What follows belongs to an exercise in optimizing a design on an open flow for small area, a short achievable clock period and few clock cycles per item; a production flow would make more cautious choices.
Where RTL was checked, it was by simulation tests only, not by an equivalence proof against the original.

run a:
// dense_layer
module dense_layer #(
    parameter int NUM_INPUTS    = 4,
    parameter int NUM_OUTPUTS   = 4,
    parameter int FP_TOTAL_BITS = 16,
    parameter int FP_FRAC_BITS  = 8
) (
    input  logic                                                      clk,
    input  logic                                                      reset,
    input  logic                                                      start,
    input  logic [NUM_INPUTS-1:0][FP_TOTAL_BITS-1:0]                  input_vector,
    input  logic [NUM_OUTPUTS-1:0][NUM_INPUTS-1:0][FP_TOTAL_BITS-1:0] weight_matrix,
    input  logic [NUM_OUTPUTS-1:0][FP_TOTAL_BITS-1:0]                 bias_vector,
    output logic [NUM_OUTPUTS-1:0][FP_TOTAL_BITS-1:0]                 layer_out,
    output logic                                                      busy,
    output logic                                                      done
);
==> flow/config.mk <==
export PLATFORM = sky130hd
export DESIGN_NAME = dense_layer
export DESIGN_NICKNAME = dense_layer
export VERILOG_FILES = /design/flow/design.v
export SDC_FILE = /design/flow/constraint.sdc
export NUM_CORES = 4
export LEC_CHECK = 0
export ABC_AREA = 1
export CAP_MARGIN = 20
export CORE_MARGIN = 2
export CORE_UTILIZATION = 40
export SETUP_SLACK_MARGIN = 5
export SLEW_MARGIN = 20
export SYNTH_HIERARCHICAL = 1
export SYNTH_MINIMUM_KEEP_SIZE = 0
==> flow/constraint.sdc <==
create_clock -name core_clock -period 10.0 [get_ports {clk}]
set_input_delay 2.0000 -clock core_clock [delete_from_list [all_inputs] [get_ports {clk}]]
set_output_delay 2.0000 -clock core_clock [all_outputs]
set_load 0.01 [all_outputs]
standard.sh (not shown) runs the stock make flow with config.mk's settings and CLKGATE_MAP_FILE= SYNTH_SCRIPT=/design/flow/synth_recipe.tcl, a recipe that flattens the netlist after the stock synthesis.
==> flow/flow/run.sh <==
#!/bin/bash
# Own flow: the standard layout (standard.sh, unchanged synthesis), with
#  - port buffers of the smallest buffer cell instead of the default delay cell,
#  - a larger setup repair margin, so timing repair works towards a shorter period.
# Every tool writes its full output under orfs/logs/; make's own output goes to flow.log here.
set -uo pipefail
MARGIN=$(cat flow/margin.txt 2>/dev/null || echo 5)
bash standard.sh finish \
  "BUFFER_PORTS_ARGS=-buffer_cell sky130_fd_sc_hd__buf_1" \
  "SETUP_SLACK_MARGIN=$MARGIN" > flow.log 2>&1
rc=$?
cp -r orfs/logs flow_logs 2>/dev/null || true
exit $rc
==> flow/flow/margin.txt <==
5
Run a has completed all stages; timing, DRC and antenna checks passed.
--- input diff run a..run b ---
--- a/flow/design.v
+++ b/flow/design.v
@@ -8,57 +8,63 @@
     input  logic                                                      reset,
     input  logic                                                      start,
     input  logic [NUM_INPUTS-1:0][FP_TOTAL_BITS-1:0]                  input_vector,
     input  logic [NUM_OUTPUTS-1:0][NUM_INPUTS-1:0][FP_TOTAL_BITS-1:0] weight_matrix,
     input  logic [NUM_OUTPUTS-1:0][FP_TOTAL_BITS-1:0]                 bias_vector,
     output logic [NUM_OUTPUTS-1:0][FP_TOTAL_BITS-1:0]                 layer_out,
     output logic                                                      busy,
     output logic                                                      done
 );
     localparam logic [2:0] C_LAST = 3'd4;
     logic        r_busy, r_done;
+    logic        r_shift;    
+    logic        r_en;       
     logic [2:0]  r_cnt;
     logic [3:0][7:0] e_one, e_two, e_neg;    
     logic [7:0] e_one0, e_one1, e_one2, e_one3, e_two0, e_two1, e_two2, e_two3, e_neg0, e_neg1, e_neg2, e_neg3;
     assign {e_one3, e_one2, e_one1, e_one0} = e_one;
     assign {e_two3, e_two2, e_two1, e_two0} = e_two;
     assign {e_neg3, e_neg2, e_neg1, e_neg0} = e_neg;
     logic [3:0][15:0] wr0, wr1, wr2, wr3;
     logic [15:0] br0, br1, br2, br3;
     logic [15:0] w0_0, w0_1, w0_2, w0_3, b0r;
     logic [15:0] r_out0, r_out1, r_out2;
     logic [33:0] fa_a, fa_b, sum;
     logic [15:0] r_sum;
     logic        sat_hi, sat_lo, r_sat_hi, r_sat_lo;
     logic [15:0] y;
     always_ff @(posedge clk) begin
         if (!reset) begin
-            r_busy <= 1'b0;
-            r_done <= 1'b0;
-            r_cnt  <= '0;
+            r_busy  <= 1'b0;
+            r_done  <= 1'b0;
+            r_cnt   <= '0;
+            r_shift <= 1'b0;
+            r_en    <= 1'b0;
         end else begin
-            r_done <= 1'b0;
+            r_done  <= 1'b0;
+            r_shift <= r_busy | (start & ~r_done);
+            r_en    <= r_busy & (r_cnt != C_LAST);
             if (r_busy) begin
                 r_cnt <= r_cnt + 3'd1;
                 if (r_cnt == C_LAST) begin
                     r_busy <= 1'b0;
                     r_done <= 1'b1;
                 end
             end else if (start && !r_done) begin
                 r_busy <= 1'b1;
                 r_cnt  <= '0;
             end
         end
     end
     always_ff @(posedge clk) begin
-        if (!r_busy) begin
+        if (!r_shift) begin
             for (int j = 0; j < 4; j++)
                 for (int k = 0; k < 8; k++) begin
                     e_neg[j][k] <= input_vector[j][2*k+1];
                     e_one[j][k] <= input_vector[j][2*k] ^ ((k > 0) ? input_vector[j][2*k-1] : 1'b0);
                     e_two[j][k] <= (input_vector[j][2*k+1] & ~input_vector[j][2*k] & ~((k > 0) ? input_vector[j][2*k-1] : 1'b0))
                                  | (~input_vector[j][2*k+1] & input_vector[j][2*k] & ((k > 0) ? input_vector[j][2*k-1] : 1'b0));
                 end
             wr0 <= weight_matrix[0];
             wr1 <= weight_matrix[1];
             wr2 <= weight_matrix[2];
             br0 <= bias_vector[0];
@@ -2834,31 +2840,31 @@
     dl_fa u_s1650 (.a(pipe1[102]), .b(pipe1[103]), .c(pipe1[104]), .s(s1650), .co(c1651));
     dl_ha u_s1652 (.a(pipe1[105]), .b(pipe1[106]), .s(s1652), .co(c1653));
     assign fa_a = {1'b1, pipe1[107], c1651, c1649, c1647, c1645, c1643, c1641, c1639, c1637, c1635, c1633, c1631, c1629, c1627, c1625, c1623, c1621, c1619, c1617, c1615, c1613, c1611, c1609, c1607, c1605, c1603, c1601, c1599, pipe1[7], pipe1[4], pipe1[3], pipe1[2], pipe1[0]};
     assign fa_b = {1'b0, c1653, s1652, s1650, s1648, s1646, s1644, s1642, s1640, s1638, s1636, s1634, s1632, s1630, s1628, s1626, s1624, s1622, s1620, s1618, s1616, s1614, s1612, s1610, s1608, s1606, s1604, s1602, s1600, s1598, 1'b0, 1'b0, 1'b0, pipe1[1]};
     always_ff @(posedge clk) begin
         pipe1 <= {c1337, c1453, s1336, c1527, s1452, c1451, s1526, c1525, s1524, c1523, s1522, c1521, s1446, s1520, c1519, s1444, c1443, s1518, c1517, s1442, s1516, c1515, s1438, s1514, c1513, c1511, s1434, s1432, s1512, s1510, c1509, c1507, s1430, s1508, s1506, c1505, c1503, s1504, s1502, c1501, c1499, s1500, s1498, c1497, c1495, s1414, s1496, s1494, c1493, c1491, s1408, s1406, s1492, s1490, c1489, c1487, s1402, s1488, s1486, c1485, c1483, s1396, s1484, s1482, c1481, c1479, s1390, s1388, s1480, s1478, c1477, c1475, s1476, s1474, c1473, s1378, s1472, c1471, s1372, s1370, s1470, c1469, c1467, s1366, s1364, s1468, s1466, c1465, s1464, c1463, s1358, s1462, c1461, s1354, s1460, c1459, s1458, c1457, s1456, s1344, c1455, s1342, c1341, s1454, s1338, s1172, s924, s548};
     end
     assign sum = fa_a + fa_b;
     assign sat_hi = (sum[33:23] != {11{sum[33]}}) & ~sum[33];
     assign sat_lo = (sum[33:23] != {11{sum[33]}}) & sum[33];
     always_ff @(posedge clk) begin
-        if (r_busy) begin
+        if (r_en) begin
             r_sum    <= sum[23:8];
             r_sat_hi <= sat_hi;
             r_sat_lo <= sat_lo;
         end
     end
     assign y = r_sat_hi ? 16'h7fff : (r_sat_lo ? 16'h8000 : r_sum);
     always_ff @(posedge clk) begin
-        if (r_busy) begin
+        if (r_en) begin
             r_out0 <= r_out1;
             r_out1 <= r_out2;
             r_out2 <= y;
         end
     end
     assign layer_out = {y, r_out2, r_out1, r_out0};
     assign busy      = r_busy;
     assign done      = r_done;
 endmodule
 module dl_fa (
     input  logic a,
Findings:
Run b finished all stages; the layout is clean.
[compare] base=run a new=run b: post-synthesis xor/xnor area fraction was more or less identical; placeable core region was more or less identical.
Summary — wire length, run b relative to run a: lower, by 5400 µm.
Delta (run b minus run a): summed instance area of the synthesized netlist now larger, area growth from synthesis to layout dropped 0.54 points, setup slack after layout grew by 0.19 ns.
Fmax | run b vs run a | run b faster
Testbench counts of run b, summed over its fixed seeds: cycles 3,576, items 512.
No functional check of the RTL was part of run a.

[re-timing with driven ports]
No port has a modelled driver above. Below, the same layouts with a new extraction and two added sets of constraints. Step 1 (the two cells are an assumption about what drives the block):
set clk [get_ports {clk}]
set_driving_cell -lib_cell sky130_fd_sc_hd__clkbuf_16 $clk
set_driving_cell -lib_cell sky130_fd_sc_hd__buf_2 [delete_from_list [all_inputs] $clk]
Step 2 adds t to the input delays and takes it off the output delays; t is the mean of the earliest and latest rising clock arrival at the registers after step 1. Input paths then give back, and output paths get back, about the clock's delay inside the block. a / b / c = ideal / step 1 / step 2; a / b = the first two.
| run | shift t [ns] | setup WS [ns] | clock arrival spread, ns |
|---|---|---|---|
| run a | 0.719 | 5.538 / 5.468 / 5.552 | 0.038 / 0.038 |
| run b | 0.708 | 5.724 / 5.724 / 5.724 | 0.044 / 0.044 |
After both steps every run listed still meets setup and hold.
